From an optimization exercise on the open Yosys and OpenROAD flow, aimed at small area and a short achievable clock period; shortcuts taken in it are not production practice. Function was not checked in any run shown here: the RTL went through the layout flow alone. Power figures rest on the tool's default switching activity, not on a simulated workload.

==> flow/design.v, too long to show whole: its modules and the start of the top module <==
// module mul32: 5587 lines
module mul32 (
    input  logic        clk,
    input  logic        rst,
    input  logic        in_valid,
    input  logic [31:0] a,
    input  logic [31:0] b,
    output logic        out_valid,
    output logic [31:0] hi,
    output logic [31:0] lo
);
  // ...
==> flow/flow/run.sh <==
#!/bin/bash
# Standard ORFS layout, with one netlist pass between synthesis and floorplan:
# invopt.py removes inverters between full-adder cells (a full adder is
# self-dual, so a cell can take complemented inputs and give complemented
# outputs). nleq.py compares the two netlists on random vectors; if they differ,
# the standard netlist is used unchanged.
set -uo pipefail
R=orfs/results/sky130hd/mul32/base
bash standard.sh synth > synth.log 2>&1 || exit 1
cp $R/1_2_yosys.v $R/1_2_yosys_std.v
if python3 flow/invopt.py $R/1_2_yosys_std.v $R/1_2_yosys_opt.v > invopt.log 2>&1 &&
   python3 flow/nleq.py $R/1_2_yosys_std.v $R/1_2_yosys_opt.v > nleq.log 2>&1 &&
   grep -q "mismatches 0 " nleq.log; then
  cp $R/1_2_yosys_opt.v $R/1_2_yosys.v
  rm -f $R/1_synth.odb $R/1_synth.sdc
  bash standard.sh synth > synth2.log 2>&1 || exit 1
else
  echo "invopt not used" >> invopt.log
fi
bash standard.sh > finish.log 2>&1
==> flow/flow/invopt.py <==
#!/usr/bin/env python3
"""Remove inverters between full-adder cells of a flat sky130 netlist.

A full adder is self-dual: FA(~a, ~b, ~c) = (~sum, ~carry). Yosys's extract_fa
leaves many inverters between adder cells; this pass picks, for each fa cell,
whether to use it as is or with all its pins complemented, so that as few
signals as possible need an inverter, then rewrites the netlist. Registers and
every other cell are left as they are.

usage: invopt.py IN.v OUT.v
"""
import re, sys, random

src = open(sys.argv[1]).read()
m = re.search(r'^\s*(module\s+(\w+)\s*\(.*?\);)', src, re.S | re.M)
top = m.group(2)

inst_re = re.compile(r'^\s*(sky130_fd_sc_hd__\w+)\s+(\S+)\s*\((.*?)\);\s*$', re.S | re.M)
pin_re = re.compile(r'\.(\w+)\(([^()]*)\)')
OUT_PINS = {'X', 'Y', 'Q', 'Q_N', 'SUM', 'COUT', 'HI', 'LO'}

insts = []  # [type, name, [(pin, net)]]
for mm in inst_re.finditer(src):
    conns = [(p, n.strip()) for p, n in pin_re.findall(mm.group(3))]
    insts.append([mm.group(1), mm.group(2), conns, mm.start(), mm.end()])

ports_out = set()
ports_in = set()
hdr_end = insts[0][3]
for d in re.finditer(r'^\s*(input|output)\s+(\[(\d+):(\d+)\]\s+)?(\w+);', src[:hdr_end], re.M):
    nm = d.group(5)
    if d.group(2):
        hi_, lo_ = int(d.group(3)), int(d.group(4))
        bits = ['%s[%d]' % (nm, i) for i in range(min(hi_, lo_), max(hi_, lo_) + 1)]
    else:
        bits = [nm]
    (ports_out if d.group(1) == 'output' else ports_in).update(bits)

driver = {}
loads = {}
for k, (t, n, conns, _, _) in enumerate(insts):
    for p, net in conns:
        if p in OUT_PINS:
            driver[net] = (k, p)
        else:
            loads.setdefault(net, []).append((k, p))

def is_inv(k):
    t = insts[k][0]
    return re.match(r'sky130_fd_sc_hd__(clk)?inv_\d+$', t) is not None

def is_fa(k):
    return re.match(r'sky130_fd_sc_hd__fa_\d+$', insts[k][0]) is not None

# inverters we may remove: output not a port
removable = set()
for k in range(len(insts)):
    if is_inv(k):
        y = dict(insts[k][2])['Y']
        if y not in ports_out:
            removable.add(k)

def root(net):
    """(signal net, polarity) after looking through removable inverters"""
    pol = 0
    seen = 0
    while net in driver and driver[net][0] in removable and seen < 10:
        k = driver[net][0]
        net = dict(insts[k][2])['A']
        pol ^= 1
        seen += 1
    return net, pol

def is_x(k):
    return re.match(r'sky130_fd_sc_hd__x(n)?or2_1$', insts[k][0]) is not None

fas = [k for k in range(len(insts)) if is_fa(k) or is_x(k)]
fa_idx = {k: i for i, k in enumerate(fas)}
flip = [0] * len(fas)

# every real (non removable inverter) load pin: (signal, polarity, load inst)
sig_loads = {}
for net, ls in loads.items():
    s, p = root(net)
    for (k, pin) in ls:
        if k in removable:
            continue
        sig_loads.setdefault(s, []).append((k, pin, p))
for pn in ports_out:
    if pn in driver and driver[pn][0] in removable:
        pass  # cannot happen: such inverters are not removable
    # a port is a fixed load of its own net
for pn in ports_out:
    s, p = root(pn)
    if s != pn:
        sig_loads.setdefault(s, []).append((-1, pn, p))

def drv_flip(s):
    if s in driver:
        k = driver[s][0]
        if k in fa_idx:
            return flip[fa_idx[k]]
    return 0

def load_flip(k):
    if k >= 0 and k in fa_idx and is_fa(k):
        return flip[fa_idx[k]]
    return 0

def sig_cost(s):
    df = drv_flip(s)
    for (k, pin, p) in sig_loads.get(s, ()):
        if p ^ load_flip(k) != df:
            return 1
    return 0

fa_sigs = []
for k in fas:
    c = dict(insts[k][2])
    ss = set()
    if is_fa(k):
        for pin in ('A', 'B', 'CIN'):
            ss.add(root(c[pin])[0])
        for pin in ('SUM', 'COUT'):
            ss.add(c[pin])
    else:
        ss.add(c['Y'] if 'Y' in c else c['X'])
    fa_sigs.append(list(ss))

all_sigs = set(sig_loads)
cost0 = sum(sig_cost(s) for s in all_sigs)
import math
rng = random.Random(1)
n = len(fas)
cur = cost0
best = cur
best_flip = list(flip)
steps = 400000
for st in range(steps):
    temp = 2.0 * (1 - st / steps) + 0.01
    i = rng.randrange(n)
    ss = fa_sigs[i]
    before = sum(sig_cost(s) for s in ss)
    flip[i] ^= 1
    after = sum(sig_cost(s) for s in ss)
    d = after - before
    if d <= 0 or rng.random() < math.exp(-d / temp):
        cur += d
        if cur < best:
            best = cur
            best_flip = list(flip)
    else:
        flip[i] ^= 1
flip[:] = best_flip
cost1 = sum(sig_cost(s) for s in all_sigs)

# ---------------------------------------------------------------- rewrite
new_conns = {}   # inst index -> list of (pin, net)
inv_of = {}      # signal -> net carrying its complement
new_insts = []
new_wires = []
kept_inv = set()
cnt = [0]

def complement(s):
    if s in inv_of:
        return inv_of[s]
    # reuse an existing removable inverter whose input is s
    for (k, pin) in loads.get(s, ()):
        if k in removable and k not in kept_inv:
            kept_inv.add(k)
            inv_of[s] = dict(insts[k][2])['Y']
            return inv_of[s]
    cnt[0] += 1
    y = '_invopt_%d_' % cnt[0]
    new_wires.append(y)
    new_insts.append('  sky130_fd_sc_hd__inv_1 _invopt_i%d_ (\n    .A(%s),\n    .Y(%s)\n  );\n' % (cnt[0], s + ' ' if s.startswith('\\') else s, y))
    inv_of[s] = y
    return y

for k, (t, n, conns, _, _) in enumerate(insts):
    if k in removable:
        continue
    out = []
    for pin, net in conns:
        if pin in OUT_PINS:
            out.append((pin, net))
            continue
        s, p = root(net)
        need = p ^ load_flip(k)
        have = drv_flip(s)
        out.append((pin, s if need == have else complement(s)))
    new_conns[k] = out
# ports driven through removed inverters cannot occur (those inverters are kept)

# kept inverters: rewire their input to the signal itself
for k in kept_inv:
    c = dict(insts[k][2])
    s = None
    for ss, y in inv_of.items():
        if y == c['Y']:
            s = ss
    new_conns[k] = [('A', s), ('Y', c['Y'])]

# check: complement nets must carry ~signal in the new netlist, so the signal's
# driver must be unflipped relative to... a signal's net carries v ^ drv_flip; its
# inverter carries ~(v ^ drv_flip): loads asking for the other polarity get it.

res = []
pos = 0
for k, (t, n, conns, st, en) in enumerate(insts):
    res.append(src[pos:st])
    pos = en
    if k in removable and k not in kept_inv:
        continue
    if k in fa_idx and is_x(k) and flip[fa_idx[k]]:
        if 'xnor2' in t:
            t = t.replace('xnor2', 'xor2')
            new_conns[k] = [('X' if p == 'Y' else p, q) for p, q in new_conns[k]]
        else:
            t = t.replace('xor2', 'xnor2')
            new_conns[k] = [('Y' if p == 'X' else p, q) for p, q in new_conns[k]]
    body = ',\n'.join('    .%s(%s)' % (p, q + ' ' if q.startswith('\\') else q) for p, q in new_conns[k])
    res.append('\n  %s %s (\n%s\n  );' % (t, n, body))
tail = src[pos:]
res.append(tail.replace('endmodule', ''.join(new_insts) + 'endmodule', 1))
out = ''.join(res)
# declare new wires after the module header declarations
decl = ''.join('  wire %s;\n' % w for w in new_wires)
i = out.index(';', out.index('module ' + top)) + 1
out = out[:i] + '\n' + decl + out[i:]
open(sys.argv[2], 'w').write(out)
ninv0 = sum(1 for k in range(len(insts)) if is_inv(k))
print('invopt: %d fa cells, %d inverters before; signals needing an inverter %d -> %d; %d inverters now' % (
    len(fas), ninv0, cost0, cost1, ninv0 - len(removable) + len(kept_inv) + cnt[0]))
==> flow/flow/nleq.py <==
#!/usr/bin/env python3
"""random-vector equivalence of two flat sky130 netlists (flops cut: Q free, D compared)"""
import re, sys, random
LIB='/OpenROAD-flow-scripts/flow/platforms/sky130hd/lib/sky130_fd_sc_hd__tt_025C_1v80.lib'
lib=open(LIB).read()
funcs={}
for m in re.finditer(r'\n    cell \("(sky130_fd_sc_hd__\w+)"\)',lib):
    name=m.group(1); st=m.end(); en=lib.find('\n    cell (',st)
    body=lib[st:en]
    fs={}
    for pm in re.finditer(r'pin \("(\w+)"\) \{(.*?)\n        \}',body,re.S):
        fm=re.search(r'function : "(.*?)"',pm.group(2))
        if fm: fs[pm.group(1)]=fm.group(1)
    funcs[name]=fs
def topy(f):
    f=f.replace('!','~').replace('*','&').replace('+','|')
    f=re.sub(r'\)\s+\(',')&(',f)
    f=re.sub(r'(\w)\s+(\w)',r'\1&\2',f); f=re.sub(r'(\w)\s+(\w)',r'\1&\2',f)
    f=re.sub(r'(\w)\s+\(',r'\1&(',f); f=re.sub(r'\)\s+(\w)',r')&\1',f)
    return f
inst_re=re.compile(r'^\s*(sky130_fd_sc_hd__\w+)\s+(\S+)\s*\((.*?)\);',re.S|re.M)
pin_re=re.compile(r'\.(\w+)\(([^()]*)\)')
def load(fn):
    t=open(fn).read(); cells=[]
    for m in inst_re.finditer(t):
        cells.append((m.group(1),m.group(2),{p:n.strip() for p,n in pin_re.findall(m.group(3))}))
    return cells
NV=256
M=(1<<NV)-1
def run(cells,seed):
    rng=random.Random(seed)
    val={}
    def g(n):
        if n not in val:
            if n=="1'h0" or n=="1'b0": val[n]=0
            elif n=="1'h1" or n=="1'b1": val[n]=M
            else: val[n]=rng.getrandbits(NV)  # primary input or flop Q
        return val[n]
    # flop outputs / inputs are random keyed by net name, deterministic via sorted order
    drv={}
    for c in cells:
        f=funcs[c[0]]
        for p in f:
            if p in c[2]: drv[c[2][p]]=c
    # seed free nets deterministically by name
    free=set()
    for c in cells:
        if 'dfxtp' in c[0] or 'conb' in c[0]: 
            for p in ('Q',): 
                if p in c[2]: free.add(c[2][p])
        for p,n in c[2].items():
            if n not in drv: free.add(n)
    for n in sorted(free):
        val[n]=random.Random(hash((n,seed))&0xffffffff).getrandbits(NV) if not n.startswith("1'") else (0 if n.endswith('0') else M)
    for c in cells:
        if 'conb' in c[0]:
            val[c[2].get('HI','_')]=M; val[c[2].get('LO','_')]=0
    sys.setrecursionlimit(100000)
    def ev(n):
        if n in val: return val[n]
        c=drv[n]
        f=funcs[c[0]]
        for p,fn in f.items():
            if c[2].get(p)==n:
                env={pp:ev(nn) for pp,nn in c[2].items() if pp not in f}
                r=eval(topy(fn),{},env)&M
                val[n]=r; return r
    outs={}
    for c in cells:
        if 'dfxtp' in c[0]: outs['D:'+c[1]]=ev(c[2]['D'])
    return outs,ev,val
a=load(sys.argv[1]); b=load(sys.argv[2])
oa,eva,va=run(a,1); ob,evb,vb=run(b,1)
# outputs: ports
import itertools
ports=[n for n in va if n.startswith('hi[') or n.startswith('lo[')]
bad=[k for k in oa if oa[k]!=ob.get(k)]
for pn in set(re.findall(r'\b(hi\[\d+\]|lo\[\d+\]|out_valid)',open(sys.argv[1]).read())):
    try:
        if eva(pn)!=evb(pn): bad.append(pn)
    except Exception as e: pass
print('compared',len(oa),'flop inputs; mismatches',len(bad),bad[:10])
==> flow/standard.sh <==
#!/bin/bash
# synth_recipe.tcl (not shown) runs the flow's synth.tcl, then flattens the netlist and writes it again
# the make line also repeats each setting of config.mk as NAME=value (left out here)
make -C /OpenROAD-flow-scripts/flow DESIGN_CONFIG=/design/flow/config.mk WORK_HOME=/design/flow/orfs CLKGATE_MAP_FILE= SYNTH_SCRIPT=/design/flow/synth_recipe.tcl "${@:-finish}"
==> flow/config.mk <==
export PLATFORM = sky130hd
export DESIGN_NAME = mul32
export DESIGN_NICKNAME = mul32
export VERILOG_FILES = /design/flow/design.v
export SDC_FILE = /design/flow/constraint.sdc
export NUM_CORES = 4
export LEC_CHECK = 0
export CAP_MARGIN = 20
export CORE_MARGIN = 2
export CORE_UTILIZATION = 45
export CTS_BUF_LIST = sky130_fd_sc_hd__clkbuf_4 sky130_fd_sc_hd__clkbuf_8
export PLACE_DENSITY = 0.6
export SETUP_SLACK_MARGIN = 2.2
export SLEW_MARGIN = 20
==> flow/constraint.sdc <==
create_clock -name core_clock -period 5.0 [get_ports {clk}]
set_input_delay 1.0000 -clock core_clock [delete_from_list [all_inputs] [get_ports {clk}]]
set_output_delay 1.0000 -clock core_clock [all_outputs]
set_load 0.01 [all_outputs]
==> results.py, run 1 <==
metrics = {
    "status": {
        "outcome": "timing/DRC/antenna clean",
    },
    "power_and_ir_drop": {
        "switchingPower_w": 0.01241,
        "swShare_pct": 40.46,
        "powerSeq_w": 0.00909,
        "p_leak_nw": 15.50,
    },
    "worst_setup_path": {
        "reg2reg_to": "r2_s30_223$_DFF_P_",
        "rrSetupSlack_ns": 2.16,
        "cp_num_cells": 4,
        "cp.required_ns": 5.61,
        "critical_path_class": "reg2reg",
    },
    "timing": {
        "worst_slew_pin_slew_ns": 1.157,
        "slew_viol_final": 0,
    },
    "clock_network": {
        "h-tree-depth": 3,
        "cts_buffers": 102,
        "cts_resized": 23,
    },
    "drt": {
        "wl_met3_um": 12210,
        "wl_met1_um": 43890,
        "ant_nets": 0,
        "drt-initial-drc-count": 2442,
    },
    "grt": {
        "grt_first_pass_wirelength_um": 168800,
        "use_met2_pct": 43.07,
        "met1_usage_pct": 36.30,
        "grt_max_degree": 34,
    },
    "placement": {
        "dp_cells": 3882,
        "hpwl_um": 69110,
        "pre_cts_ws_ns": 1.810,
        "io_buffers": 131,
    },
    "synthesis": {
        "ys_warn_count": 1,
        "syn_nets": 3699,
    },
    "min_path": {
        "whs_path_depth": 0,
    },
}
==> run 2: changes to the inputs <==
--- a/flow/flow/run.sh
+++ b/flow/flow/run.sh
@@ -17,4 +17,7 @@
 else
   echo "invopt not used" >> invopt.log
 fi
+# port buffers: a plain buf_2 on every input and output port instead of the
+# delay buffer buffer_ports picks by default
+export BUFFER_PORTS_ARGS="-buffer_cell sky130_fd_sc_hd__buf_2"
 bash standard.sh > finish.log 2>&1
--- a/flow/config.mk
+++ b/flow/config.mk
@@ -8,7 +8,8 @@
 export CAP_MARGIN = 20
 export CORE_MARGIN = 2
 export CORE_UTILIZATION = 45
-export CTS_BUF_LIST = sky130_fd_sc_hd__clkbuf_4 sky130_fd_sc_hd__clkbuf_8
+export CTS_CLUSTER_DIAMETER = 100
+export CTS_CLUSTER_SIZE = 20
 export PLACE_DENSITY = 0.6
-export SETUP_SLACK_MARGIN = 2.2
-export SLEW_MARGIN = 20
+export SETUP_SLACK_MARGIN = 2.25
+export SLEW_MARGIN = 60
==> run 2 against run 1 <==
Net effect:
- clock power is 32% lower
- critical path depth grew 6
- still clean on timing, DRC and antenna
- die area did not move
- combinational power about the same
==> results.py, run 2 <==
metrics = {
    "layout": {
        "largest_register_ffs": 4,
        "most-common-layout-cells": "dfxtp_1 (537), a22oi_1 (496), fa_1 (480)",
        "diodes": 0,
        "layout-drive-gt1-share_pct": 13.26,
        "area_growth_pct": 8.669,
        "final_common_cell": "dfxtp_1",
        "nNetsFinal": 3595,
        "fin_util_pct": 49.18,
        "top_register": "vld",
        "nFillCells": 6905,
    },
    "clock_network": {
        "clk_latency_ns": 0.62,
        "h-tree-depth": 2,
        "clockRootBuffer": "clkbuf_16",
        "cts_buffers": 39,
        "clk_pin_slew_ns": 0.08,
        "clkSinkCount": 606,
        "cts_hold_buf": 0,
        "clockBufferDepth": 3,
        "cts_tree": "yes",
    },
    "worst_setup_path": {
        "critPathLaunch": "r3_pg_s1_3$_DFF_P_",
        "cp_max_fo": 5,
        "crit_path_start_kind": "flop",
        "rr_startpoint": "r3_pg_s1_3$_DFF_P_",
        "worstSetupEndpointType": "flop",
        "cp.required_ns": 5.48,
        "arrival_ns": 3.26,
        "rrSetupSlack_ns": 2.22,
        "critical_path_class": "reg2reg",
    },
    "synthesis": {
        "syn_area_mm2": 0.03564,
        "avgSynthCellArea_um2": 11.84,
        "syn_nets": 3699,
        "ys_warn_count": 1,
        "syn_inst": 3009,
    },
    "grt": {
        "grt_max_degree": 35,
        "grt-ovfl-total": 0,
        "grt_pass1_vias": 26130,
        "grtUsageTotal_pct": 27.24,
        "grt_first_pass_wirelength_um": 166500,
        "antenna_found_initial": 4,
    },
    "timing": {
        "rsz0062_at_grt": "true",
        "fin_skew_ns": 0.03844,
        "min_period_ns": 2.781,
        "holdWs_ns": 0.3322,
        "max_freq_mhz": 359.6,
        "finalHoldViolCount": 0,
        "fin_crit_sh_pct": 55.62,
        "worst_slew_pin_slew_ns": 0.6621,
        "setup_viol": 0,
        "setup_tns_ns": 0,
        "slew_headroom_pct": 55.86,
        "slew_viol_final": 0,
    },
    "placement": {
        "io_buffers": 131,
        "hpwl_um": 70970,
        "place_congestion": 0.8557,
    },
    "min_path": {
        "hold_start": "r3_sum1$_DFF_P_",
        "hold_class": "reg2reg",
    },
    "drt": {
        "wl_um": 111000,
        "via_count": 23800,
        "drc": 0,
        "drt-initial-drc-count": 2707,
        "ant_nets": 0,
        "routedWlPerCell_um": 27.87,
        "vias_per_cell": 5.976,
        "drtPass1Iterations": 6,
    },
    "floorplanning": {
        "die_h_um": 285.4,
        "num_io_pins": 132,
        "die_x_um": 285.4,
        "dieArea_mm2": 0.08146,
        "start_util_pct": 45.26,
        "num_rows": 103,
        "core_area_mm2": 0.07874,
    },
    "power_and_ir_drop": {
        "p_leak_nw": 15.16,
        "powerDensity_mw_per_mm2": 751.4,
        "vdd_drop_max_mv": 0.5068,
    },
    "flow_run": {
        "maxCapViolCount": 0,
    },
    "status": {
        "outcome": "timing/DRC/antenna clean",
    },
}
-- run 2: cell type report --
cell class,instances,area (µm²),share of cell area (%)
clock buffer,59,1071,2.766
sequential,606,12370,31.93
inverter,89,345.3,0.8917
clock inverter,10,152.6,0.3942
tap,1050,1314,3.392
timing repair buffer,202,1644,4.245
multi-input combinational,1967,21830,56.38
-- run 2: path summary, 6_finish.rpt --
check / endpoint / depth (start not counted)
max reg2reg: r4_sum45$_DFF_P_ / 10
min: r4_sum1$_DFF_P_ / 0
min reg2reg: r4_sum1$_DFF_P_ / 0
max: r4_sum45$_DFF_P_ / 10
-- run 2: report_power, final --
group / total (W) / internal [W] / switching [W]
logic: 0.0167 / 0.00782 / 0.00883
clock network: 0.00345 / 0.00163 / 0.00182
registers: 0.00899 / 0.00744 / 0.00155
-- run 2: worst max-delay path, cell delays in order, from the launching register on --
cell	delay [ns]
dfxtp_2	0.33
a21o_1	0.18
a221o_1	0.42
o31ai_4	0.29
inv_2	0.08
a211o_4	0.41
a21oi_4	0.17
buf_12	0.14
o221ai_2	0.11
fa_2	0.36
xnor2_1	0.13
-- run 2: routing by layer --
layer	vias up	GRT usage, %	wire (µm)
met5	-	0	39
met4	6	11.99	5330
met3	353	6.619	11450
met2	1549	42.96	50500
met1	12170	35.72	43690
li1	9728	-	-
-- run 2: through the flow --
stage	area (µm²)	total power (W)	std cells	worst slack, ns
detailed placement	36910	0.02529	3890	1.805
finish	38730	0.02910	3983	2.219
global route	38730	0.03170	3983	2.115
floorplan	35640	0.01926	3009	2.400
CTS	38360	0.02924	3970	2.159
global placement	36400	0.02487	3877	1.862
-- run 2: what timing repair did --
| item | in CTS | in global routing |
|---|---|---|
| resized for setup | 39 | 15 |
| endpoints found under the setup margin | 30 | 44 |
| buffers inserted | 11 | 2 |
| hold endpoints to repair | 0 | 0 |
| pin swaps | 32 | 25 |

==> afterwards: timing with drivers on the ports <==
In the flow no input, the clock included, has a driving cell. The finished layouts below were timed again as built, in two steps.
Step 1 (the two cells are an assumption about what drives the block):
set clk [get_ports {clk}]
set_driving_cell -lib_cell sky130_fd_sc_hd__clkbuf_16 $clk
set_driving_cell -lib_cell sky130_fd_sc_hd__buf_2 [delete_from_list [all_inputs] $clk]
Step 2, shift: input delay + t, output delay - t, t = (earliest + latest rising clock arrival at the registers) / 2. This alone moves slack from input paths to output paths.
Slacks: no drivers / after step 1 / after step 2; pairs: no drivers / after step 1.
run	t, ns	slack for setup (ns)	worst register clock-pin slew, ns
run 1	0.803	2.160 / 2.160 / 2.160	0.07 / 0.07
run 2	0.668	2.219 / 2.219 / 2.219	0.10 / 0.10
After both steps setup and hold are still met in every run listed.
